Background: an optimization exercise with open tools, aiming at small area, a short achievable clock period and few clock cycles per item. Do not read the settings as production practice.
No run shown here included a check of the RTL's function; only the layout flow was run.
Power figures rest on the tool's default switching activity, not on a simulated workload.

$ cat flow/design.v
`timescale 1ns / 1ps
`default_nettype none
package sule_pkg;
  localparam int DATA_W           = 32;
  localparam int REQ_W            = 2;
  localparam int STAT_W           = 2;
  localparam int OUT_W            = 6;
  localparam int DEFAULT_CAPACITY = 32;
  localparam logic [REQ_W-1:0] REQ_INSERT = 2'd0;
  localparam logic [REQ_W-1:0] REQ_REMOVE = 2'd1;
  localparam logic [REQ_W-1:0] REQ_SEARCH = 2'd2;
  localparam logic [STAT_W-1:0] ST_DONE    = 2'd0;
  localparam logic [STAT_W-1:0] ST_PRESENT = 2'd1;
  localparam logic [STAT_W-1:0] ST_ABSENT  = 2'd2;
  localparam logic [STAT_W-1:0] ST_FULL    = 2'd3;
endpackage
`default_nettype wire
`timescale 1ns / 1ps
`default_nettype none
module sule_ctrl #(
  parameter int CAPACITY = sule_pkg::DEFAULT_CAPACITY
) (
  input  wire logic                               clk,
  input  wire logic                               rst,
  input  wire logic                               req_valid,
  output logic                                    req_stall,
  input  wire logic [sule_pkg::REQ_W-1:0]         req_type,
  input  wire logic signed [sule_pkg::DATA_W-1:0] value,
  output logic                                    rsp_valid,
  input  wire logic                               rsp_stall,
  output logic [sule_pkg::STAT_W-1:0]             status,
  output logic [sule_pkg::OUT_W-1:0]              position,
  output logic [sule_pkg::OUT_W-1:0]              count,
  output logic signed [sule_pkg::DATA_W-1:0]      val,
  output logic                                    ins,
  output logic                                    rem,
  input  wire logic [CAPACITY-1:0]                lt,
  input  wire logic                               hit,
  input  wire logic                               full
);
  localparam int NG    = CAPACITY / 8;    
  localparam int DEPTH = 5;               
  localparam int RW    = sule_pkg::STAT_W + sule_pkg::OUT_W + 2;
  logic                       s0_v;
  logic [sule_pkg::REQ_W-1:0] s0_type;
  logic                       accept;
  assign accept = req_valid & ~req_stall;
  always_ff @(posedge clk) begin
    val     <= value;
    s0_type <= req_type;
    if (rst) begin
      s0_v <= 1'b0;
    end else begin
      s0_v <= accept;
    end
  end
  assign ins = s0_v & (s0_type == sule_pkg::REQ_INSERT);
  assign rem = s0_v & (s0_type == sule_pkg::REQ_REMOVE);
  logic                s1_v;
  logic                s1_ins, s1_rem;
  logic                s1_hit, s1_full;
  logic [CAPACITY-1:0] s1_lt;
  always_ff @(posedge clk) begin
    s1_ins  <= (s0_type == sule_pkg::REQ_INSERT);
    s1_rem  <= (s0_type == sule_pkg::REQ_REMOVE);
    s1_hit  <= hit;
    s1_full <= full;
    s1_lt   <= lt;
    if (rst) begin
      s1_v <= 1'b0;
    end else begin
      s1_v <= s0_v;
    end
  end
  logic                        ins_ok, rem_ok;
  logic [sule_pkg::STAT_W-1:0] st2;
  logic [3:0]                  pc2 [NG];
  assign ins_ok = s1_v & s1_ins & ~s1_hit & ~s1_full;
  assign rem_ok = s1_v & s1_rem & s1_hit;
  always_comb begin
    if (s1_ins) begin
      st2 = s1_hit  ? sule_pkg::ST_PRESENT :
            s1_full ? sule_pkg::ST_FULL    : sule_pkg::ST_DONE;
    end else begin
      st2 = s1_hit ? sule_pkg::ST_DONE : sule_pkg::ST_ABSENT;
    end
    for (int g = 0; g < NG; g++) begin
      pc2[g] = (4'(s1_lt[8*g])   + 4'(s1_lt[8*g+1]) + 4'(s1_lt[8*g+2])) +
               (4'(s1_lt[8*g+3]) + 4'(s1_lt[8*g+4]) + 4'(s1_lt[8*g+5])) +
               (4'(s1_lt[8*g+6]) + 4'(s1_lt[8*g+7]));
    end
  end
  logic                        s2_v;
  logic [sule_pkg::STAT_W-1:0] s2_st;
  logic [1:0]                  s2_dc;    
  logic [3:0]                  s2_pc [NG];
  always_ff @(posedge clk) begin
    s2_st  <= st2;
    s2_dc  <= {ins_ok, rem_ok};
    for (int g = 0; g < NG; g++) begin
      s2_pc[g] <= pc2[g];
    end
    if (rst) begin
      s2_v <= 1'b0;
    end else begin
      s2_v <= s1_v;
    end
  end
  logic [5:0] pos3;
  always_comb begin
    pos3 = '0;
    for (int g = 0; g < NG; g++) begin
      pos3 = pos3 + 6'(s2_pc[g]);
    end
  end
  logic [RW-1:0]    q_d [DEPTH];
  logic [DEPTH-1:0] q_v;
  logic [RW-1:0]    push_d;
  logic             pop;
  logic [RW-1:0]    src_d [DEPTH];
  logic [DEPTH-1:0] src_v;
  logic [DEPTH-1:0] put;
  assign push_d = {s2_st, pos3, s2_dc};
  assign pop    = q_v[0] & ~rsp_stall;
  always_comb begin
    for (int j = 0; j < DEPTH; j++) begin
      if (pop) begin
        src_v[j] = (j + 1 < DEPTH) ? q_v[(j+1)%DEPTH] : 1'b0;
        src_d[j] = q_d[(j+1)%DEPTH];
      end else begin
        src_v[j] = q_v[j];
        src_d[j] = q_d[j];
      end
    end
    for (int j = 0; j < DEPTH; j++) begin
      put[j] = s2_v & ~src_v[j] & ((j == 0) ? 1'b1 : src_v[(j+DEPTH-1)%DEPTH]);
    end
  end
  logic [RW-1:0]              head_d;
  logic [sule_pkg::OUT_W-1:0] cnt_q;
  logic [sule_pkg::OUT_W-1:0] cnt_inc, cnt_dec, cnt_push, cnt_next, cnt_next2;
  assign head_d = put[0] ? push_d : src_d[0];
  always_comb begin
    cnt_inc   = cnt_q + sule_pkg::OUT_W'(1);
    cnt_dec   = cnt_q - sule_pkg::OUT_W'(1);
    cnt_push  = push_d[1] ? cnt_inc : push_d[0] ? cnt_dec : cnt_q;
    cnt_next2 = q_d[(1)%DEPTH][1] ? cnt_inc : q_d[(1)%DEPTH][0] ? cnt_dec : cnt_q;
    if (put[0]) begin
      cnt_next = cnt_push;
    end else if (pop & q_v[(1)%DEPTH]) begin
      cnt_next = cnt_next2;
    end else begin
      cnt_next = cnt_q;
    end
  end
  always_ff @(posedge clk) begin
    for (int j = 1; j < DEPTH; j++) begin
      q_d[j] <= put[j] ? push_d : src_d[j];
    end
    if (rst) begin
      q_d[0] <= '0;
      q_v    <= '0;
      cnt_q  <= '0;
    end else begin
      q_d[0] <= head_d;
      q_v    <= src_v | put;
      cnt_q  <= cnt_next;
    end
  end
  assign rsp_valid = q_v[0];
  assign status    = q_d[0][RW-1 -: sule_pkg::STAT_W];
  assign position  = q_d[0][2 +: sule_pkg::OUT_W];
  assign count     = cnt_q;
  logic [DEPTH-1:0] inwork;
  logic             up, down;
  assign up        = accept & ~pop;
  assign down      = pop & ~accept;
  assign req_stall = inwork[DEPTH-1];
  always_ff @(posedge clk) begin
    if (rst) begin
      inwork <= '0;
    end else if (up) begin
      inwork <= {inwork[DEPTH-2:0], 1'b1};
    end else if (down) begin
      inwork <= {1'b0, inwork[DEPTH-1:1]};
    end
  end
endmodule
`default_nettype wire
`timescale 1ns / 1ps
`default_nettype none
module sule_dp #(
  parameter int CAPACITY = sule_pkg::DEFAULT_CAPACITY
) (
  input  wire logic                               clk,
  input  wire logic                               rst,
  input  wire logic signed [sule_pkg::DATA_W-1:0] val,    
  input  wire logic                               ins,    
  input  wire logic                               rem,    
  output logic [CAPACITY-1:0]                     lt,     
  output logic                                    hit,    
  output logic                                    full    
);
  localparam int AW = $clog2(CAPACITY);
  localparam logic [sule_pkg::DATA_W-1:0] STORE_FLIP = {1'b0, {(sule_pkg::DATA_W-1){1'b1}}};
  localparam logic [sule_pkg::DATA_W-1:0] QUERY_FLIP = {1'b1, {(sule_pkg::DATA_W-1){1'b0}}};
  logic [sule_pkg::DATA_W-1:0] ent [CAPACITY];
  logic [sule_pkg::DATA_W-1:0] qry;
  logic [CAPACITY-1:0]                vld;
  logic [CAPACITY-1:0]                vld_eff;
  logic [CAPACITY-1:0]                eq;
  logic [CAPACITY-1:0]                all_below;
  logic [CAPACITY-1:0]                free1;
  logic [AW-1:0]                      free_idx;
  logic [AW-1:0]                      hit_idx;
  logic [AW-1:0]                      kill_idx;   
  logic                               kill;       
  always_comb begin
    for (int i = 0; i < CAPACITY; i++) begin
      vld_eff[i] = vld[i] & ~(kill & (kill_idx == AW'(i)));
    end
    full = &vld_eff;
  end
  function automatic logic [1:0] cmp_lt_eq(input logic [sule_pkg::DATA_W-1:0] st,
                                           input logic [sule_pkg::DATA_W-1:0] qy);
    logic [sule_pkg::DATA_W-1:0] l, q;
    l = st & qy;
    q = st ^ qy;
    for (int w = sule_pkg::DATA_W / 2; w >= 1; w = w / 2) begin
      for (int j = 0; j < w; j++) begin
        l[j] = l[2*j+1] | (q[2*j+1] & l[2*j]);
        q[j] = q[2*j+1] & q[2*j];
      end
    end
    cmp_lt_eq = {l[0], q[0]};
  endfunction
  assign qry = val ^ QUERY_FLIP;
  always_comb begin
    for (int i = 0; i < CAPACITY; i++) begin
      {lt[i], eq[i]} = cmp_lt_eq(ent[i], qry) & {2{vld_eff[i]}};
    end
    hit = |eq;
    hit_idx = '0;
    for (int i = 0; i < CAPACITY; i++) begin
      hit_idx = hit_idx | ({AW{eq[i]}} & AW'(i));
    end
  end
  always_comb begin
    all_below[0] = 1'b1;
    for (int i = 1; i < CAPACITY; i++) begin
      all_below[i] = all_below[i-1] & vld_eff[i-1];
    end
    free1 = ~vld_eff & all_below;
    free_idx = '0;
    for (int i = 0; i < CAPACITY; i++) begin
      free_idx = free_idx | ({AW{free1[i]}} & AW'(i));
    end
  end
  always_ff @(posedge clk) begin
    for (int i = 0; i < CAPACITY; i++) begin
      if (!vld_eff[i]) begin
        ent[i] <= val ^ STORE_FLIP;
      end
    end
  end
  always_ff @(posedge clk) begin
    kill_idx <= ins ? free_idx : hit_idx;
    if (rst) begin
      vld  <= '0;
      kill <= 1'b0;
    end else begin
      vld  <= vld_eff | ({CAPACITY{ins}} & free1);
      kill <= hit & ((ins & ~full) | rem);
    end
  end
endmodule
`default_nettype wire
`timescale 1ns / 1ps
`default_nettype none
module sorted_unique_list_engine #(
  parameter int CAPACITY = sule_pkg::DEFAULT_CAPACITY
) (
  input  wire logic                               clk,
  input  wire logic                               rst,
  input  wire logic                               req_valid,
  output logic                                    req_stall,
  input  wire logic [sule_pkg::REQ_W-1:0]         req_type,
  input  wire logic signed [sule_pkg::DATA_W-1:0] value,
  output logic                                    rsp_valid,
  input  wire logic                               rsp_stall,
  output logic [sule_pkg::STAT_W-1:0]             status,
  output logic [sule_pkg::OUT_W-1:0]              position,
  output logic [sule_pkg::OUT_W-1:0]              count
);
  logic signed [sule_pkg::DATA_W-1:0] val;
  logic                               ins, rem;
  logic [CAPACITY-1:0]                lt;
  logic                               hit;
  logic                               full;
  sule_ctrl #(
    .CAPACITY (CAPACITY)
  ) u_ctrl (
    .clk       (clk),
    .rst       (rst),
    .req_valid (req_valid),
    .req_stall (req_stall),
    .req_type  (req_type),
    .value     (value),
    .rsp_valid (rsp_valid),
    .rsp_stall (rsp_stall),
    .status    (status),
    .position  (position),
    .count     (count),
    .val       (val),
    .ins       (ins),
    .rem       (rem),
    .lt        (lt),
    .hit       (hit),
    .full      (full)
  );
  sule_dp #(
    .CAPACITY (CAPACITY)
  ) u_dp (
    .clk (clk),
    .rst (rst),
    .val (val),
    .ins (ins),
    .rem (rem),
    .lt  (lt),
    .hit (hit),
    .full (full)
  );
endmodule
`default_nettype wire
$ cat flow/run.sh
#!/bin/bash
# synth_recipe.tcl (not shown) runs the flow's synth.tcl, then flattens the netlist and writes it again
# the make line also repeats each setting of config.mk as NAME=value (left out here)
make -C /OpenROAD-flow-scripts/flow DESIGN_CONFIG=/design/flow/config.mk WORK_HOME=/design/flow/orfs CLKGATE_MAP_FILE= SYNTH_SCRIPT=/design/flow/synth_recipe.tcl finish
$ cat flow/config.mk
export PLATFORM = sky130hd
export DESIGN_NAME = sorted_unique_list_engine
export DESIGN_NICKNAME = sorted_unique_list_engine
export VERILOG_FILES = /design/flow/design.v
export SDC_FILE = /design/flow/constraint.sdc
export NUM_CORES = 4
export LEC_CHECK = 0
export ABC_AREA = 1
export CAP_MARGIN = 20
export CORE_MARGIN = 2
export CORE_UTILIZATION = 60
export CTS_CLUSTER_DIAMETER = 70
export CTS_CLUSTER_SIZE = 30
export SETUP_SLACK_MARGIN = 5.0
export SLEW_MARGIN = 20
$ cat flow/constraint.sdc
create_clock -name core_clock -period 8.0 [get_ports {clk}]
set_input_delay 1.6000 -clock core_clock [delete_from_list [all_inputs] [get_ports {clk}]]
set_output_delay 1.6000 -clock core_clock [all_outputs]
set_load 0.01 [all_outputs]
==> results.sh, run 1 <==
export IMPL_setup_viol=0
export IMPL_holdCritPathClass="flop to flop"
export IMPL_post_synth_top_area_cell="edfxtp_1"
export IMPL_remaining_drc_errors=0
export IMPL_r2r_end="u_dp.kill$_SDFF_PP0_"
export IMPL_gp_congestion=0.969
export IMPL_htreeDepth=3
export IMPL_cts_root_buf="clkbuf_16"
export IMPL_cts_tree="done"
export IMPL_area_delta_synth_final_pct=11.0
export IMPL_end_kind="flop"
export IMPL_wl_met2_um=82000
export IMPL_track_usage=0.334
export IMPL_maxCapViolCount=0
export IMPL_synth_common_cells="edfxtp_1, ha_1, nand2_1, a21oi_1, inv_1"
export IMPL_clock_sinks=1221
export IMPL_synthArstFlopShare=0
export IMPL_grt_pass1_wl_um=252000
export IMPL_cts_clk_slew_worst_paths_ns=0.09
export IMPL_antenna_found_initial=9
export IMPL_fmax_mhz=323
export IMPL_ios=54
export IMPL_syn_cell_area_um2=61400
export IMPL_status="no timing/DRC/antenna violations"
export IMPL_drv_slew=0
export IMPL_fin_ws_ns=4.91
export IMPL_routed_wirelength_um=176000
export IMPL_crit_type="flop to flop"
export IMPL_seq_power_share=0.551
export IMPL_grt_max_degree=58
export IMPL_vias=41000
export IMPL_synth_area_leaders="edfxtp_1, ha_1, dfxtp_1, a21oi_1, nand2_1"
export IMPL_synth_top_area_share=0.521
export IMPL_p_sw_frac=0.261
export IMPL_portBuffers=53
export IMPL_powerDensity_nw_per_um2=195
export IMPL_synth_edf_count=1064
export IMPL_die_h_um=324
export IMPL_syn_inst=4916
export IMPL_min_to="u_ctrl.s2_dc[0]$_DFF_P_"
export IMPL_yosys_cell_count_top_type="edfxtp_1"
export IMPL_finalHoldViolCount=0
export IMPL_clkLatencyLatePin_ns=0.70
export IMPL_crit_arrival_ns=3.71
export IMPL_pre_cts_slack_ns=3.74
export IMPL_postSynthAreaPerCell_um2=12.5
export IMPL_hold_path_depth=2
export IMPL_drt_iter0_markers=3678
export IMPL_fin_tns_setup_ns=0
export IMPL_cts_buffer_depth=3
export IMPL_p_int_mw=9.81
export IMPL_die_width_um=324
export IMPL_syn_nets=6027
export IMPL_worst_setup_path_start_kind="flop"
export IMPL_yosysSeqAreaShare=0.572
export IMPL_synth_cell_types=60
export IMPL_p_leak_nw=28.5
export IMPL_wl_met3_um=12900
export IMPL_yosysWarnings=7
export IMPL_final_setup_skew_ns=0.0295
export IMPL_p_clk_frac=0.336
export IMPL_drive_gt1_frac=0.0916
export IMPL_peakVddDrop_uv=232
export IMPL_cts_hold_buf=0
export IMPL_path_max_fanout=33
export IMPL_fp_dieArea_um2=105000
export IMPL_relSlewSlack=0.252
export IMPL_holdWs_ns=0.414
export IMPL_synth_seq_cells=1221
export IMPL_finalCritPeriodShare=0.387
export IMPL_worstHoldStart="u_ctrl.s1_rem$_DFF_P_"
export IMPL_fin_crit_ns=3.09
export IMPL_final_cell_count_no_fill=6576
export IMPL_grt_overflow_total=0
export IMPL_regToRegSetupSlack_ns=4.91
export IMPL_p_sw_mw=3.47
export IMPL_r2r_start="u_ctrl.val[27]$_DFF_P_"
export IMPL_via_per_inst=6.24
export IMPL_drt_pass1_iter_count=6
export IMPL_dp_cells=6406
export IMPL_rows=117
export IMPL_nets=6254
export IMPL_power_mw=13.3
export IMPL_grt_pass1_vias=38900
export IMPL_dp_hpwl_um=113000
export IMPL_pwr_share_comb=0.113
export IMPL_worst_r2r_path_depth=14
export IMPL_rsz0062_at_grt="yes"
export IMPL_top_layer="met5"
export IMPL_core_area_um2=102000
export IMPL_initial_core_util=0.604
export IMPL_wl_met1_um=74500
export IMPL_worst_pin_slew_ns=1.12
export IMPL_wl_per_cell_um=26.8
export IMPL_required_ns=8.62
export IMPL_synth_ff_type="edfxtp_1"
export IMPL_ant_nets=0
export IMPL_cts_inserted_buffers=75
## sequential cells by signal (all words and copies together), names as in the netlist, 2 cells and up
register / flops
u_ctrl.s0_type: 2
u_dp.ent: 1024
u_dp.kill_idx: 5
u_ctrl.inwork: 5
u_ctrl.q_d: 50
u_ctrl.cnt_q: 6
u_ctrl.q_v: 5
u_dp.vld: 32
u_ctrl.s1_lt: 32
u_ctrl.s2_dc: 2
u_ctrl.s2_st: 2
u_ctrl.val: 32
u_ctrl.s2_pc: 16
## layer usage
layer  up-vias  track usage
met3       283       0.0500
met5         -            0
li1      19000            -
met2      1507        0.545
met1     20300        0.458
met4         2        0.117
## worst max-delay path by stage
stage          depth (start not counted)                             to                  startpoint
6_report                              14           u_dp.kill$_SDFF_PP0_      u_ctrl.val[27]$_DFF_P_
5_1_grt                               16           u_dp.kill$_SDFF_PP0_      u_ctrl.val[31]$_DFF_P_
4_1_cts                               11  u_ctrl.q_d[0][4]$_SDFFE_PP0P_  u_ctrl.s2_pc[1][0]$_DFF_P_
3_5_place_dp                           7     u_ctrl.q_d[2][6]$_DFFE_PP_                   rsp_stall
3_3_place_gp                          12       u_dp.kill_idx[0]$_DFF_P_      u_ctrl.val[31]$_DFF_P_
2_1_floorplan                          8     u_ctrl.q_d[2][0]$_DFFE_PP_                   rsp_stall
## layout make-up
cell class,instances,area [µm²]
Inverter,291,1090
Timing Repair inverter,1,7.51
Clock inverter,52,648
Fill cell,7656,33500
Multi-Input combinational cell,3376,25800
Tap cell,1368,1710
Timing Repair Buffer,177,1650
Sequential cell,1221,35200
Antenna cell,2,5.00
Clock buffer,88,2010
## cells in the final DEF, fill, tap and decap left out, types with 18 or more instances in the layout
cell,netlist,final
a211oi_1,45,45
a21oi_1,543,540
a31oi_1,22,22
buf_4,9,95
clkbuf_16,0,78
clkdlybuf4s50_1,0,35
dfxtp_1,157,116
dfxtp_2,0,33
edfxtp_1,1064,1064
fa_1,22,20
ha_1,1051,1047
inv_1,281,261
inv_2,9,25
nand2_1,668,660
nand3_1,142,138
nand4_1,130,130
nor2_1,233,228
nor3_1,52,37
nor4_1,40,19
o211ai_1,25,25
o21a_1,24,24
o21ai_0,205,193
o21ai_4,0,18
## power by group through the flow
stage	sequential [mW]	combinational (mW)	clock [mW]
detailed placement	7.46	1.45	0
global placement	7.46	1.40	0
finish	7.32	1.50	4.46
floorplan	7.47	0.872	0
global route	7.34	1.69	4.70
CTS	7.32	1.47	4.49
## worst max-delay path, cell delays in order, from the launching register on
cell and delay [ns]:
dfxtp_2 0.33, buf_4 0.53, ha_1 0.26, nand2_1 0.07, inv_1 0.08, nand2_1 0.08, nor4_2 0.63, nand3_1 0.28
nand2_1 0.20, nor2_1 0.08, nand3_1 0.11, nor2_1 0.05, nand2_1 0.11, nand2_1 0.06, nor2_1 0.11
## logic make-up after synthesis
logic type      Yosys count  share of synthesized area
compound gates          962                     0.0879
xor+xnor                 13                    0.00186
fa+ha+maj              1073                      0.221
buf+inv                 319                     0.0202
flops                  1221                      0.572
simple gates           1328                     0.0969
## per-stage QoR
stage               instance area (µm²)   util
floorplan                         61400      -
global placement                  64400  0.634
detailed placement                64500  0.634
CTS                               67600  0.665
global route                      68100  0.670
finish                            68100  0.670
## what timing repair did
item | 4_1_cts | 5_1_grt
endpoints found under the setup margin | 134 | 81
cloned | 0 | 2
hold endpoints to repair | 0 | 0
setup buffers | 14 | 12
gates resized for setup | 111 | 89
pin swaps | 16 | 9
==> run 2: changes to the inputs <==
--- a/flow/design.v
+++ b/flow/design.v
@@ -35,7 +35,7 @@
   output logic                                    ins,
   output logic                                    rem,
   input  wire logic [CAPACITY-1:0]                lt,
-  input  wire logic                               hit,
+  input  wire logic                               hit,    
   input  wire logic                               full
 );
   localparam int NG    = CAPACITY / 8;    
@@ -60,10 +60,10 @@
   logic                s1_ins, s1_rem;
   logic                s1_hit, s1_full;
   logic [CAPACITY-1:0] s1_lt;
+  assign s1_hit = hit;    
   always_ff @(posedge clk) begin
     s1_ins  <= (s0_type == sule_pkg::REQ_INSERT);
     s1_rem  <= (s0_type == sule_pkg::REQ_REMOVE);
-    s1_hit  <= hit;
     s1_full <= full;
     s1_lt   <= lt;
     if (rst) begin
@@ -211,13 +211,16 @@
   logic [CAPACITY-1:0]                eq;
   logic [CAPACITY-1:0]                all_below;
   logic [CAPACITY-1:0]                free1;
-  logic [AW-1:0]                      free_idx;
-  logic [AW-1:0]                      hit_idx;
-  logic [AW-1:0]                      kill_idx;   
-  logic                               kill;       
+  localparam int NHP = CAPACITY / 4;
+  logic [CAPACITY-1:0]                kill_oh;   
+  logic                               kill_rq;   
+  logic [NHP-1:0]                     hit_part;  
+  logic                               kill;
   always_comb begin
+    hit  = |hit_part;
+    kill = kill_rq & hit;
     for (int i = 0; i < CAPACITY; i++) begin
-      vld_eff[i] = vld[i] & ~(kill & (kill_idx == AW'(i)));
+      vld_eff[i] = vld[i] & ~(kill & kill_oh[i]);
     end
     full = &vld_eff;
   end
@@ -239,11 +242,6 @@
     for (int i = 0; i < CAPACITY; i++) begin
       {lt[i], eq[i]} = cmp_lt_eq(ent[i], qry) & {2{vld_eff[i]}};
     end
-    hit = |eq;
-    hit_idx = '0;
-    for (int i = 0; i < CAPACITY; i++) begin
-      hit_idx = hit_idx | ({AW{eq[i]}} & AW'(i));
-    end
   end
   always_comb begin
     all_below[0] = 1'b1;
@@ -251,10 +249,6 @@
       all_below[i] = all_below[i-1] & vld_eff[i-1];
     end
     free1 = ~vld_eff & all_below;
-    free_idx = '0;
-    for (int i = 0; i < CAPACITY; i++) begin
-      free_idx = free_idx | ({AW{free1[i]}} & AW'(i));
-    end
   end
   always_ff @(posedge clk) begin
     for (int i = 0; i < CAPACITY; i++) begin
@@ -264,13 +258,16 @@
     end
   end
   always_ff @(posedge clk) begin
-    kill_idx <= ins ? free_idx : hit_idx;
+    kill_oh <= rem ? eq : free1;
+    for (int k = 0; k < NHP; k++) begin
+      hit_part[k] <= |eq[4*k +: 4];
+    end
     if (rst) begin
-      vld  <= '0;
-      kill <= 1'b0;
+      vld     <= '0;
+      kill_rq <= 1'b0;
     end else begin
-      vld  <= vld_eff | ({CAPACITY{ins}} & free1);
-      kill <= hit & ((ins & ~full) | rem);
+      vld     <= vld_eff | ({CAPACITY{ins}} & free1);
+      kill_rq <= ins | rem;
     end
   end
 endmodule
==> run 2 against run 1 <==
- hold slack better by 0.046 ns
- flip-flop and latch count is 34 higher
- first-iteration DRC count is 0.54% higher
- final area rose by 0.57%
- routed wire length decreased by 1.6%
- core utilization up 0.089 points
- via count is 0.24% lower
==> results.sh, run 2 <==
export IMPL_routed_wirelength_um=174000
export IMPL_largest_reg_flops=1024
export IMPL_final_common_cell="edfxtp_1"
export IMPL_rows=117
export IMPL_cts_inserted_buffers=75
export IMPL_drv_slew=0
export IMPL_postSynthAreaPerCell_um2=12.7
export IMPL_n_antenna_cell=0
export IMPL_gp_congestion=0.868
export IMPL_end_kind="flop"
export IMPL_synth_top_area_share=0.516
export IMPL_synthArstFlopShare=0
export IMPL_worst_r2r_path_depth=14
export IMPL_post_synth_top_area_cell="edfxtp_1"
export IMPL_cts_hold_buf=0
export IMPL_relSlewSlack=0.258
export IMPL_drt_pass1_iter_count=5
export IMPL_die_h_um=325
export IMPL_maxCapViolCount=0
export IMPL_r2r_end="u_ctrl.q_d[0][7]$_SDFFE_PP0P_"
export IMPL_finalHoldViolCount=0
export IMPL_drive_gt1_frac=0.0895
export IMPL_antenna_found_initial=7
export IMPL_crit_arrival_ns=3.61
export IMPL_syn_cell_area_um2=62000
export IMPL_setup_viol=0
export IMPL_pre_cts_slack_ns=3.95
export IMPL_worstPathCellList="ha_4 -> fa_2 -> inv_2 -> fa_1 -> inv_1 -> ha_2 -> inv_2 -> fa_2 -> o21ai_2 -> a21oi_2 -> buf_6 -> o21ai_4 -> a21oi_2 -> nor2_1"
export IMPL_syn_nets=6003
export IMPL_synth_cell_types=57
export IMPL_r2r_start="u_ctrl.s2_pc[0][0]$_DFF_P_"
export IMPL_clock_sinks=1255
export IMPL_synth_area_leaders="edfxtp_1, ha_1, dfxtp_1, a21oi_1, nand2_1"
export IMPL_worst_pin_slew_ns=1.11
export IMPL_grt_pass1_vias=39300
export IMPL_powerDensity_nw_per_um2=196
export IMPL_track_usage=0.322
export IMPL_wl_per_cell_um=26.5
export IMPL_peakVddDrop_uv=233
export IMPL_cts_buffer_depth=3
export IMPL_fp_dieArea_um2=106000
export IMPL_fin_crit_ns=3.01
export IMPL_critPathMaxStageDelay_ns=0.52
export IMPL_fill_cells=7567
export IMPL_status="no timing/DRC/antenna violations"
export IMPL_cts_clk_slew_worst_paths_ns=0.10
export IMPL_cts_root_buf="clkbuf_16"
export IMPL_p_leak_nw=28.2
export IMPL_synth_seq_cells=1255
export IMPL_final_setup_skew_ns=0.0414
export IMPL_yosysSeqAreaShare=0.577
export IMPL_finalCritPeriodShare=0.376
export IMPL_required_ns=8.60
export IMPL_cts_tree="done"
export IMPL_portBuffers=53
export IMPL_synth_ff_type="edfxtp_1"
export IMPL_clkLatencyLatePin_ns=0.69
export IMPL_hold_path_depth=2
export IMPL_via_per_inst=6.26
export IMPL_ios=54
export IMPL_grt_overflow_total=0
export IMPL_path_max_fanout=5
export IMPL_slowest_stage="fa_2"
export IMPL_nets=6224
export IMPL_dp_hpwl_um=107000
export IMPL_ant_nets=0
export IMPL_area_delta_synth_final_pct=10.5
export IMPL_htreeDepth=3
export IMPL_top_regs="u_dp.ent: 1024 flops, u_ctrl.q_d: 50 flops"
export IMPL_worst_setup_path_start_kind="flop"
export IMPL_fin_tns_setup_ns=0
export IMPL_yosys_cell_count_top_type="edfxtp_1"
export IMPL_layout_common_cells="edfxtp_1, ha_1, nand2_1"
export IMPL_syn_inst=4892
export IMPL_regToRegSetupSlack_ns=4.99
export IMPL_yosysWarnings=7
export IMPL_worstHoldStart="u_ctrl.s1_rem$_DFF_P_"
export IMPL_remaining_drc_errors=0
export IMPL_rsz0062_at_grt="yes"
export IMPL_initial_core_util=0.607
export IMPL_synth_common_cells="edfxtp_1, ha_1, nand2_1, a21oi_1, inv_1"
export IMPL_fmax_mhz=333
export IMPL_holdCritPathClass="flop to flop"
export IMPL_grt_max_degree=57
export IMPL_vias=40900
export IMPL_drt_iter0_markers=3698
export IMPL_crit_type="flop to flop"
export IMPL_die_width_um=325
export IMPL_core_area_um2=102000
export IMPL_synth_edf_count=1064
export IMPL_grt_pass1_wl_um=250000
export IMPL_min_to="u_ctrl.s2_dc[0]$_DFF_P_"
export IMPL_regMostFlops="u_dp.ent"
export IMPL_fin_ws_ns=4.99
run 2: cell types whose count changed after synthesis, sizes merged, moves of 7 or more:
cell | before | now
nor2 | 254 | 198
dfxtp | 157 | 191
inv | 290 | 271
a31oi | 22 | 15
nand4 | 132 | 108
o21ai | 221 | 210
nand3 | 145 | 182
clkbuf | 16 | 23
a211oi | 45 | 56
o221ai | 15 | 28
nand2 | 683 | 655
run 2: routing by layer:
layer / vias to the layer above / GRT usage / wire [µm]
met2: 1434 / 0.524 / 81200
met1: 20200 / 0.434 / 72300
met4: 0 / 0.152 / 9370
met5: - / 0 / 0
met3: 341 / 0.0359 / 10700
li1: 18900 / - / -
run 2: cell type report:
cell class	instances	area, µm²	share of cell area
repair buffers	170	1470	0.0215
repair inverters	4	27.5	0.000402
flip-flops and latches	1255	35900	0.524
multi-input cells	3335	25800	0.376
clock buffers	83	1970	0.0288
well taps	1368	1710	0.0250
inverters	272	1030	0.0151
clock inverters	53	641	0.00935
run 2: what timing repair did:
action	in CTS	in global routing
gates resized for setup	111	84
setup buffers	13	22
endpoints found under the setup margin	274	120
pin swaps	14	26
gates cloned	3	10
run 2: through the flow:
| step | util | power [mW] | hold WS [ns] | cells | area, µm² |
|---|---|---|---|---|---|
| 2_1_floorplan | - | 8.53 | 0.398 | 4892 | 62000 |
| 3_3_place_gp | 0.635 | 9.03 | 0.441 | 6356 | 64800 |
| 3_5_place_dp | 0.635 | 9.09 | 0.442 | 6356 | 64800 |
| 4_1_cts | 0.666 | 13.5 | 0.463 | 6508 | 67900 |
| 5_1_grt | 0.671 | 13.9 | 0.482 | 6540 | 68500 |
| 6_report | 0.671 | 13.4 | 0.461 | 6540 | 68500 |
run 2: report_power, final:
group	leakage [nW]	internal (mW)	switching (mW)	total, mW
logic	14.2	0.525	0.951	1.48
clock network	1.27	2.04	2.43	4.46
registers	12.8	7.37	0.134	7.50
run 2: critical path: cells and delay by family (launching register included):
family,cells,cell delay [ns]
AND/OR/NAND/NOR,1,0.11
adder cells (fa/ha/maj),5,1.75
AO/OA/AOI/OAI,4,0.39
buffers and inverters,4,0.30
flip-flops,1,0.35
run 2: worst max path at each step:
stage	startpoint	to	slack, ns	depth (start not counted)
after floorplan	rsp_stall	u_ctrl.q_d[2][0]$_DFFE_PP_	4.95	8
after global placement	rsp_stall	u_ctrl.q_d[1][4]$_DFFE_PP_	3.96	8
after detailed placement	rsp_stall	u_ctrl.q_d[1][4]$_DFFE_PP_	3.95	8
after CTS	u_ctrl.s2_pc[0][0]$_DFF_P_	u_ctrl.q_d[0][7]$_SDFFE_PP0P_	4.93	14
after global routing	u_ctrl.s2_pc[0][0]$_DFF_P_	u_ctrl.q_d[0][7]$_SDFFE_PP0P_	4.90	14
final	u_ctrl.s2_pc[0][0]$_DFF_P_	u_ctrl.q_d[0][7]$_SDFFE_PP0P_	4.99	14
run 2: cell families (layout without fill, tap and decap cells):
| group | Yosys count | after routing | share of synthesized area |
|---|---|---|---|
| AND/OR/NAND/NOR | 1277 | 1283 | 0.0939 |
| flip-flops | 1255 | 1255 | 0.577 |
| adder cells (fa/ha/maj) | 1073 | 1073 | 0.219 |
| AO/OA/AOI/OAI | 963 | 966 | 0.0878 |
| buffers and inverters | 311 | 582 | 0.0197 |
| XOR/XNOR | 13 | 13 | 0.00184 |
==> run 3: changes to the inputs <==
--- a/flow/design.v
+++ b/flow/design.v
@@ -137,22 +137,10 @@
     end
   end
   logic [RW-1:0]              head_d;
+  logic                       head_new;
   logic [sule_pkg::OUT_W-1:0] cnt_q;
-  logic [sule_pkg::OUT_W-1:0] cnt_inc, cnt_dec, cnt_push, cnt_next, cnt_next2;
-  assign head_d = put[0] ? push_d : src_d[0];
-  always_comb begin
-    cnt_inc   = cnt_q + sule_pkg::OUT_W'(1);
-    cnt_dec   = cnt_q - sule_pkg::OUT_W'(1);
-    cnt_push  = push_d[1] ? cnt_inc : push_d[0] ? cnt_dec : cnt_q;
-    cnt_next2 = q_d[(1)%DEPTH][1] ? cnt_inc : q_d[(1)%DEPTH][0] ? cnt_dec : cnt_q;
-    if (put[0]) begin
-      cnt_next = cnt_push;
-    end else if (pop & q_v[(1)%DEPTH]) begin
-      cnt_next = cnt_next2;
-    end else begin
-      cnt_next = cnt_q;
-    end
-  end
+  assign head_d   = put[0] ? push_d : src_d[0];
+  assign head_new = put[0] | (pop & q_v[(1)%DEPTH]);
   always_ff @(posedge clk) begin
     for (int j = 1; j < DEPTH; j++) begin
       q_d[j] <= put[j] ? push_d : src_d[j];
@@ -164,7 +152,9 @@
     end else begin
       q_d[0] <= head_d;
       q_v    <= src_v | put;
-      cnt_q  <= cnt_next;
+      if (head_new) begin
+        cnt_q <= cnt_q + sule_pkg::OUT_W'(head_d[1]) - sule_pkg::OUT_W'(head_d[0]);
+      end
     end
   end
   assign rsp_valid = q_v[0];
==> run 3 against run 2 <==
- die area decreased by 0.39%
- routed wire length increased by 4.0%
- final area increased by 0.15%
- still clean
- largest cell class unchanged
- hold slack got worse by 0.031 ns
- sequential share of layout area decreased by 0.098 points
- critical endpoint is now u_ctrl.cnt_q[5]$_SDFFE_PP0P_
- maximum frequency decreased by 4.0%
- area after synthesis decreased by 0.40%
==> results.sh, run 3 <==
export IMPL_top_regs="u_dp.ent: 1024 flops, u_ctrl.q_d: 50 flops"
export IMPL_htreeDepth=3
export IMPL_final_common_cell="edfxtp_1"
export IMPL_vias=41100
export IMPL_r2r_end="u_ctrl.s1_lt[11]$_DFF_P_"
export IMPL_grt_overflow_total=0
export IMPL_drt_iter0_markers=4435
export IMPL_cts_inserted_buffers=75
export IMPL_area_delta_synth_final_pct=11.1
export IMPL_regMostFlops="u_dp.ent"
export IMPL_syn_nets=5940
export IMPL_slowest_stage="ha_4"
export IMPL_yosysSeqAreaShare=0.580
export IMPL_crit_type="input pin to flop"
export IMPL_relSlewSlack=0.199
export IMPL_clock_sinks=1255
export IMPL_syn_inst=4824
export IMPL_crit_path_frequent_cell="inv_2"
export IMPL_fin_tns_setup_ns=0
export IMPL_synth_cell_types=57
export IMPL_portBuffers=53
export IMPL_setup_viol=0
export IMPL_drive_gt1_frac=0.0944
export IMPL_wl_per_cell_um=27.9
export IMPL_p_leak_nw=28.4
export IMPL_nets=6162
export IMPL_synth_edf_count=1064
export IMPL_r2r_start="u_ctrl.val[5]$_DFF_P_"
export IMPL_path_max_fanout=12
export IMPL_post_synth_top_area_cell="edfxtp_1"
export IMPL_synth_ff_type="edfxtp_1"
export IMPL_worst_r2r_path_depth=9
export IMPL_end_kind="flop"
export IMPL_final_setup_skew_ns=0.0282
export IMPL_routed_wirelength_um=180000
export IMPL_worst_pin_slew_ns=1.19
export IMPL_synthArstFlopShare=0
export IMPL_fp_dieArea_um2=105000
export IMPL_cts_buffer_depth=3
export IMPL_via_per_inst=6.35
export IMPL_grt_pass1_wl_um=260000
export IMPL_core_area_um2=102000
export IMPL_grt_pass1_vias=39200
export IMPL_regToRegSetupSlack_ns=5.02
export IMPL_ant_nets=0
export IMPL_grt_max_degree=56
export IMPL_track_usage=0.341
export IMPL_fin_crit_ns=3.13
export IMPL_regArea_um2=35900
export IMPL_largest_reg_flops=1024
export IMPL_die_h_um=325
export IMPL_remaining_drc_errors=0
export IMPL_critPathMaxStageDelay_ns=0.25
export IMPL_fmax_mhz=320
export IMPL_cts_clk_slew_worst_paths_ns=0.10
export IMPL_cts_hold_buf=0
export IMPL_dp_hpwl_um=115000
export IMPL_synth_seq_cells=1255
export IMPL_drv_slew=0
export IMPL_gp_congestion=0.883
export IMPL_synth_area_leaders="edfxtp_1, ha_1, dfxtp_1, a21oi_1, nand2_1"
export IMPL_peakVddDrop_uv=217
export IMPL_cts_root_buf="clkbuf_16"
export IMPL_finalCritPeriodShare=0.391
export IMPL_synth_common_cells="edfxtp_1, ha_1, nand2_1, a21oi_1, inv_1"
export IMPL_required_ns=8.58
export IMPL_holdCritPathClass="flop to flop"
export IMPL_fin_ws_ns=4.87
export IMPL_cts_tree="done"
export IMPL_crit_start="rsp_stall"
export IMPL_multi_input_area_um2=25600
export IMPL_finalHoldViolCount=0
export IMPL_ios=54
export IMPL_endpoint="u_ctrl.cnt_q[5]$_SDFFE_PP0P_"
export IMPL_postSynthAreaPerCell_um2=12.8
export IMPL_rows=117
export IMPL_initial_core_util=0.606
export IMPL_pre_cts_slack_ns=3.44
export IMPL_drt_pass1_iter_count=6
export IMPL_antenna_found_initial=10
export IMPL_crit_arrival_ns=3.71
export IMPL_rsz0062_at_grt="yes"
export IMPL_layout_common_cells="edfxtp_1, ha_1, nand2_1"
export IMPL_die_width_um=325
export IMPL_yosysWarnings=7
export IMPL_synth_top_area_share=0.518
export IMPL_powerDensity_nw_per_um2=198
export IMPL_maxCapViolCount=0
export IMPL_clkLatencyLatePin_ns=0.69
export IMPL_fill_cells=7563
export IMPL_status="no timing/DRC/antenna violations"
export IMPL_syn_cell_area_um2=61700
export IMPL_yosys_cell_count_top_type="edfxtp_1"
export IMPL_worst_setup_path_start_kind="input pin"
export IMPL_worstPathCellList="clkbuf_4 -> nor2_4 -> inv_6 -> nand2_1 -> nand3_2 -> o21ai_4 -> inv_2 -> ha_4 -> inv_2 -> ha_4 -> inv_2 -> nor2_2 -> a211oi_2 -> o21bai_1 -> a21oi_2 -> or2_4 -> nand3_2 -> o21ai_1 -> a21oi_1"
## run 3: changes by cell type after synthesis, sizes merged, moves of 15 or more
| cell | delta |
|---|---|
| a21oi | -44 |
| nand4 | +16 |
| nor4 | -15 |
| nor3 | +17 |
| nor2 | -18 |
| o21ai | -23 |
## run 3: logic make-up (layout without fill, tap and decap cells)
| kind of cell | after synthesis | count (layout) | synth area share |
|---|---|---|---|
| other | 0 | 2 | 0 |
| buffers and inverters | 301 | 581 | 0.0191 |
| and+or+nand+nor | 1264 | 1266 | 0.0929 |
| adders and majority gates | 1078 | 1078 | 0.221 |
| AOI/OAI and AO/OA | 915 | 915 | 0.0853 |
| xor gates and xnor gates | 11 | 11 | 0.00156 |
| DFF | 1255 | 1255 | 0.580 |
## run 3: layout make-up
cell class                      instances  share of cell area
Multi-Input combinational cell       3270               0.373
Antenna cell                            2           0.0000730
Tap cell                             1368              0.0250
Clock buffer                           81              0.0289
Timing Repair inverter                  2            0.000182
Clock inverter                         56              0.0111
Inverter                              261              0.0144
Sequential cell                      1255               0.523
Timing Repair Buffer                  181              0.0247
## run 3: stage by stage
step	std cells	hold WS [ns]	util	power [mW]	area, µm²
4_1_cts	6452	0.429	0.669	13.6	68100
3_5_place_dp	6302	0.413	0.636	9.09	64800
6_report	6476	0.430	0.673	13.6	68600
5_1_grt	6474	0.453	0.673	14.1	68600
3_3_place_gp	6298	0.421	0.635	9.03	64700
2_1_floorplan	4824	0.398	-	8.52	61900
## run 3: worst min-delay path by stage
stage / start / endpoint / depth (start not counted)
final: u_ctrl.s1_rem$_DFF_P_ / u_ctrl.s2_dc[0]$_DFF_P_ / 2
after global routing: u_ctrl.s1_rem$_DFF_P_ / u_ctrl.s2_dc[0]$_DFF_P_ / 2
after CTS: u_ctrl.s1_rem$_DFF_P_ / u_ctrl.s2_dc[0]$_DFF_P_ / 2
after detailed placement: u_ctrl.s1_rem$_DFF_P_ / u_ctrl.s2_dc[0]$_DFF_P_ / 2
after global placement: u_ctrl.s1_rem$_DFF_P_ / u_ctrl.s2_dc[0]$_DFF_P_ / 2
after floorplan: u_ctrl.s1_full$_DFF_P_ / u_ctrl.s2_dc[1]$_DFF_P_ / 1
## run 3: routing by layer
| layer | vias up | global-route usage | part of all wire |
|---|---|---|---|
| met2 | 1658 | 0.531 | 0.45 |
| met5 | - | 0 | 0.00024 |
| met1 | 20300 | 0.482 | 0.42 |
| li1 | 18800 | - | - |
| met4 | 8 | 0.134 | 0.046 |
| met3 | 359 | 0.0540 | 0.082 |
## run 3: what timing repair did
action                     CTS  global route
gates cloned                 1             3
buffers inserted            12            19
gates resized for setup    141            69
setup endpoints to repair  237           140
pin swaps                   14            24
## run 3: report_power, final
| part | switching (mW) | leakage (nW) | internal [mW] | total (mW) |
|---|---|---|---|---|
| sequential | 0.115 | 12.8 | 7.37 | 7.48 |
| clock | 2.48 | 1.32 | 2.12 | 4.59 |
| combinational | 0.982 | 14.3 | 0.537 | 1.52 |
| total | 3.57 | 28.4 | 10.0 | 13.6 |
## run 3: worst max-delay path, delay by kind of cell
kind | cells | cell delay [ns]
compound gates | 6 | 0.74
simple gates | 6 | 0.57
buf+inv | 5 | 0.39
fa+ha+maj | 2 | 0.39
==> run 4: changes to the inputs <==
--- a/flow/design.v
+++ b/flow/design.v
@@ -137,10 +137,22 @@
     end
   end
   logic [RW-1:0]              head_d;
-  logic                       head_new;
   logic [sule_pkg::OUT_W-1:0] cnt_q;
-  assign head_d   = put[0] ? push_d : src_d[0];
-  assign head_new = put[0] | (pop & q_v[(1)%DEPTH]);
+  logic [sule_pkg::OUT_W-1:0] cnt_inc, cnt_dec, cnt_push, cnt_next, cnt_next2;
+  assign head_d = put[0] ? push_d : src_d[0];
+  always_comb begin
+    cnt_inc   = cnt_q + sule_pkg::OUT_W'(1);
+    cnt_dec   = cnt_q - sule_pkg::OUT_W'(1);
+    cnt_push  = push_d[1] ? cnt_inc : push_d[0] ? cnt_dec : cnt_q;
+    cnt_next2 = q_d[(1)%DEPTH][1] ? cnt_inc : q_d[(1)%DEPTH][0] ? cnt_dec : cnt_q;
+    if (put[0]) begin
+      cnt_next = cnt_push;
+    end else if (pop & q_v[(1)%DEPTH]) begin
+      cnt_next = cnt_next2;
+    end else begin
+      cnt_next = cnt_q;
+    end
+  end
   always_ff @(posedge clk) begin
     for (int j = 1; j < DEPTH; j++) begin
       q_d[j] <= put[j] ? push_d : src_d[j];
@@ -152,9 +164,7 @@
     end else begin
       q_d[0] <= head_d;
       q_v    <= src_v | put;
-      if (head_new) begin
-        cnt_q <= cnt_q + sule_pkg::OUT_W'(head_d[1]) - sule_pkg::OUT_W'(head_d[0]);
-      end
+      cnt_q  <= cnt_next;
     end
   end
   assign rsp_valid = q_v[0];
@@ -206,6 +216,7 @@
   logic                               kill_rq;   
   logic [NHP-1:0]                     hit_part;  
   logic                               kill;
+  logic [CAPACITY-1:0]                pre;
   always_comb begin
     hit  = |hit_part;
     kill = kill_rq & hit;
@@ -216,16 +227,16 @@
   end
   function automatic logic [1:0] cmp_lt_eq(input logic [sule_pkg::DATA_W-1:0] st,
                                            input logic [sule_pkg::DATA_W-1:0] qy);
-    logic [sule_pkg::DATA_W-1:0] l, q;
+    logic [sule_pkg::DATA_W-1:0] l, g;
     l = st & qy;
-    q = st ^ qy;
+    g = ~(st | qy);
     for (int w = sule_pkg::DATA_W / 2; w >= 1; w = w / 2) begin
       for (int j = 0; j < w; j++) begin
-        l[j] = l[2*j+1] | (q[2*j+1] & l[2*j]);
-        q[j] = q[2*j+1] & q[2*j];
+        l[j] = l[2*j+1] | (~g[2*j+1] & l[2*j]);
+        g[j] = g[2*j+1] | (~l[2*j+1] & g[2*j]);
       end
     end
-    cmp_lt_eq = {l[0], q[0]};
+    cmp_lt_eq = {l[0], ~(l[0] | g[0])};
   endfunction
   assign qry = val ^ QUERY_FLIP;
   always_comb begin
@@ -234,11 +245,16 @@
     end
   end
   always_comb begin
-    all_below[0] = 1'b1;
-    for (int i = 1; i < CAPACITY; i++) begin
-      all_below[i] = all_below[i-1] & vld_eff[i-1];
+    pre = vld_eff;
+    for (int k = 0; k < AW; k++) begin
+      for (int i = 0; i < CAPACITY; i++) begin
+        if (((i >> k) & 1) == 1) begin
+          pre[i] = pre[i] & pre[((i >> k) << k) - 1];
+        end
+      end
     end
-    free1 = ~vld_eff & all_below;
+    all_below = {pre[CAPACITY-2:0], 1'b1};
+    free1     = ~vld_eff & all_below;
   end
   always_ff @(posedge clk) begin
     for (int i = 0; i < CAPACITY; i++) begin
==> flow/flow/run.sh (new file) <==
#!/bin/bash
set -euo pipefail
W=$(pwd)
rm -rf "$W/orfs_scripts"
cp -r "$FLOW_HOME/scripts" "$W/orfs_scripts"
cp "$W/flow/abc_area.script" "$W/orfs_scripts/abc_area.script"
bash standard.sh SCRIPTS_DIR="$W/orfs_scripts" synth > make_synth.log 2>&1
bash standard.sh finish > make_finish.log 2>&1
==> flow/flow/abc_area.script (new file) <==
strash
&get -n
&nf -a
&put
==> flow/standard.sh (new file) <==
#!/bin/bash
# synth_recipe.tcl (not shown) runs the flow's synth.tcl, then flattens the netlist and writes it again
# the make line also repeats each setting of config.mk as NAME=value (left out here)
make -C /OpenROAD-flow-scripts/flow DESIGN_CONFIG=/design/flow/config.mk WORK_HOME=/design/flow/orfs CLKGATE_MAP_FILE= SYNTH_SCRIPT=/design/flow/synth_recipe.tcl "${@:-finish}"
removed: flow/run.sh
==> run 4 against run 3 <==
- combinational power increased by 15%
- non-clock buffer count increased by 49
- clock-buffer cell count is 5 higher
- largest cell class unchanged
- hold slack better by 0.028 ns
- setup slack gained 0.066 ns
- clock skew up 0.013 ns
- still clean on timing, DRC and antenna
==> results.sh, run 4 <==
export IMPL_status="no timing/DRC/antenna violations"
export IMPL_largest_reg_flops=1024
export IMPL_clock_sinks=1255
export IMPL_drive_gt1_frac=0.0914
export IMPL_cts_clk_slew_worst_paths_ns=0.10
export IMPL_final_setup_skew_ns=0.0407
export IMPL_regMostFlops="u_dp.ent"
export IMPL_clkLatencyLatePin_ns=0.70
export IMPL_finalCritPeriodShare=0.383
export IMPL_antenna_found_initial=3
export IMPL_rows=114
export IMPL_yosysSeqAreaShare=0.617
export IMPL_r2r_start="u_dp.hit_part[0]$_DFF_P_"
export IMPL_r2r_end="u_dp.vld[25]$_SDFF_PP0_"
export IMPL_synth_ff_type="edfxtp_1"
export IMPL_cts_inserted_buffers=74
export IMPL_endpoint="u_dp.vld[25]$_SDFF_PP0_"
export IMPL_dpl_instance_area_um2=61200
export IMPL_design_area_um2=66100
export IMPL_grt_max_degree=66
export IMPL_syn_inst=5951
export IMPL_post_synth_top_area_cell="edfxtp_1"
export IMPL_setup_viol=0
export IMPL_cts_tree="done"
export IMPL_syn_nets=6038
export IMPL_required_ns=8.60
export IMPL_area_delta_synth_final_pct=14.0
export IMPL_synth_cell_types=36
export IMPL_track_usage=0.345
export IMPL_fmax_mhz=326
export IMPL_via_per_inst=6.25
export IMPL_portBuffers=53
export IMPL_die_width_um=315
export IMPL_drt_pass1_iter_count=9
export IMPL_crit_type="flop to flop"
export IMPL_nets=6342
export IMPL_fin_ws_ns=4.94
export IMPL_final_common_cell="nand2_1"
export IMPL_postSynthAreaPerCell_um2=9.74
export IMPL_critPathMaxStageDelay_ns=0.63
export IMPL_holdCritPathClass="flop to flop"
export IMPL_grt_pass1_wl_um=251000
export IMPL_remaining_drc_errors=0
export IMPL_wl_per_cell_um=23.2
export IMPL_regToRegSetupSlack_ns=4.94
export IMPL_cts_root_buf="clkbuf_16"
export IMPL_synth_top_area_share=0.551
export IMPL_fp_dieArea_um2=99100
export IMPL_die_h_um=315
export IMPL_crit_start="u_dp.hit_part[0]$_DFF_P_"
export IMPL_p_leak_nw=24.3
export IMPL_layout_common_cells="nand2_1, edfxtp_1, nor2_1"
export IMPL_fin_tns_setup_ns=0
export IMPL_pre_cts_slack_ns=3.59
export IMPL_crit_family="simple AND/OR/NAND/NOR gates"
export IMPL_htreeDepth=3
export IMPL_synth_seq_cells=1255
export IMPL_crit_cells=9
export IMPL_ant_nets=0
export IMPL_rsz0062_at_grt="yes"
export IMPL_crit_arrival_ns=3.66
export IMPL_grt_pass1_vias=42000
export IMPL_worst_pin_slew_ns=0.865
export IMPL_peakVddDrop_uv=241
export IMPL_power_mw=13.7
export IMPL_grt_overflow_total=0
export IMPL_gp_congestion=0.899
export IMPL_synthArstFlopShare=0
export IMPL_slowest_stage="or4_4"
export IMPL_drt_iter0_markers=6562
export IMPL_worst_r2r_path_depth=9
export IMPL_synth_edf_count=1064
export IMPL_powerDensity_nw_per_um2=208
export IMPL_relSlewSlack=0.422
export IMPL_finalHoldViolCount=0
export IMPL_yosysWarnings=7
export IMPL_cp_buffers_inverters=2
export IMPL_initial_core_util=0.602
export IMPL_worstPathCellList="nor4_4 -> a21bo_4 -> buf_12 -> buf_12 -> o21ai_4 -> or4_4 -> or4_4 -> o41a_1 -> nor2_1"
export IMPL_worst_setup_path_start_kind="flop"
export IMPL_core_area_um2=96300
export IMPL_dp_cells=7371
export IMPL_end_kind="flop"
export IMPL_maxCapViolCount=0
export IMPL_yosys_cell_count_top_type="nand2_1"
export IMPL_synth_area_leaders="edfxtp_1, o21ai_0, a21oi_1, nand2_1, nor2_1"
export IMPL_routed_wirelength_um=176000
export IMPL_path_max_fanout=6
export IMPL_top_regs="u_dp.ent: 1024 flops, u_ctrl.q_d: 50 flops"
export IMPL_fin_crit_ns=3.06
export IMPL_drv_slew=0
export IMPL_final_cell_count_no_fill=7591
export IMPL_cts_buffer_depth=3
export IMPL_synth_common_cells="nand2_1, edfxtp_1, nor2_1, o21ai_0, a21oi_1"
export IMPL_dp_hpwl_um=108000
export IMPL_vias=47500
export IMPL_syn_cell_area_um2=58000
export IMPL_ios=54
==> run 4: worst min path at each step <==
| stage | startpoint | endpoint | slack (ns) | cells after the start |
|---|---|---|---|---|
| after floorplan | u_ctrl.s0_type[0]$_DFF_P_ | u_ctrl.s1_ins$_DFF_P_ | 0.40 | 1 |
| after global placement | u_ctrl.s1_ins$_DFF_P_ | u_ctrl.s2_dc[1]$_DFF_P_ | 0.45 | 2 |
| after detailed placement | u_ctrl.s1_v$_SDFF_PP0_ | u_ctrl.s2_dc[1]$_DFF_P_ | 0.45 | 2 |
| after CTS | u_ctrl.s1_v$_SDFF_PP0_ | u_ctrl.s2_dc[1]$_DFF_P_ | 0.46 | 2 |
| after global routing | u_ctrl.s1_ins$_DFF_P_ | u_ctrl.s2_dc[1]$_DFF_P_ | 0.48 | 2 |
| final | u_ctrl.s1_v$_SDFF_PP0_ | u_ctrl.s2_dc[1]$_DFF_P_ | 0.46 | 2 |
==> run 4: logic make-up after synthesis <==
logic type      after synthesis  share of synthesized area
simple gates               2335                      0.160
compound gates             2113                      0.187
flops                      1255                      0.617
buf+inv                     115                    0.00796
mux                          65                     0.0123
fa+ha+maj                    49                     0.0134
xor+xnor                     19                    0.00287
==> run 4: area by class of cell <==
class / count / area, µm²
sequential: 1255 / 35900
fill: 7134 / 30200
multi-input combinational: 4585 / 23100
timing repair buffer: 230 / 2400
clock buffer: 86 / 2000
tap: 1276 / 1600
clock inverter: 48 / 636
inverter: 107 / 438
timing repair inverter: 2 / 17.5
antenna: 2 / 5.00
==> run 4: report_power, final <==
group          switching, mW  total [mW]  internal (mW)
clock                   2.36        4.44           2.08
sequential             0.171        7.54           7.37
combinational           1.25        1.75          0.496
==> run 4: worst register-to-register path: cells and delay by family, from the launching register on <==
kind                   cells  cell delay (ns)
AND/OR/NAND/NOR            4             1.68
AO/OA/AOI/OAI              3             0.72
flip-flops                 1             0.34
buffers and inverters      2             0.26
==> run 4: per-stage QoR <==
stage	util	hold slack [ns]
2_1_floorplan	-	0.403
3_3_place_gp	0.636	0.446
3_5_place_dp	0.636	0.448
4_1_cts	0.674	0.458
5_1_grt	0.686	0.479
6_report	0.686	0.458
==> run 4: metal layers <==
layer	global-route usage	routed length (µm)	up-vias	share of wire
met2	0.507	76600	2520	0.43
li1	-	-	22200	-
met3	0.0705	22400	357	0.13
met4	0.163	7920	0	0.045
met1	0.495	69500	22400	0.39
met5	0	0	-	0
==> run 4: timing repair <==
| action | CTS | global route |
|---|---|---|
| pin swaps | 19 | 37 |
| setup endpoints to repair | 180 | 121 |
| gates resized for setup | 304 | 217 |
| setup buffers | 30 | 44 |
| hold buffers | 0 | 0 |
| gates cloned | 5 | 5 |

[static timing again, ports no longer ideal]
The flow's constraints put no driver on any port. The routed layouts listed below were extracted and timed again, unchanged, in two steps. Step 1: set_driving_cell puts a clkbuf_16 on clk and a buf_2 on each other input, an assumption about the parent block. Step 2 times the ports against the registers' clock, not the clock port: input delays grow and output delays shrink by t, the midpoint of the rising clock arrivals with the driver on. Slacks: no drivers / after step 1 / after step 2; pairs: no drivers / after step 1.
run	t (ns)	slack for setup (ns)	clock arrival spread, ns	slew at the worst register clock pin (ns)
run 1	0.755	4.906 / 4.906 / 4.465	0.036 / 0.036	0.10 / 0.10
run 2	0.748	4.994 / 4.971 / 4.613	0.042 / 0.042	0.11 / 0.11
run 3	0.750	4.870 / 4.881 / 4.131	0.032 / 0.032	0.11 / 0.11
run 4	0.750	4.937 / 4.937 / 4.326	0.048 / 0.048	0.11 / 0.11
After both steps setup and hold are still met in every run listed. The setup slack of run 3, which loses most, moves by +0.011 ns with the drivers and by -0.739 ns with both steps.
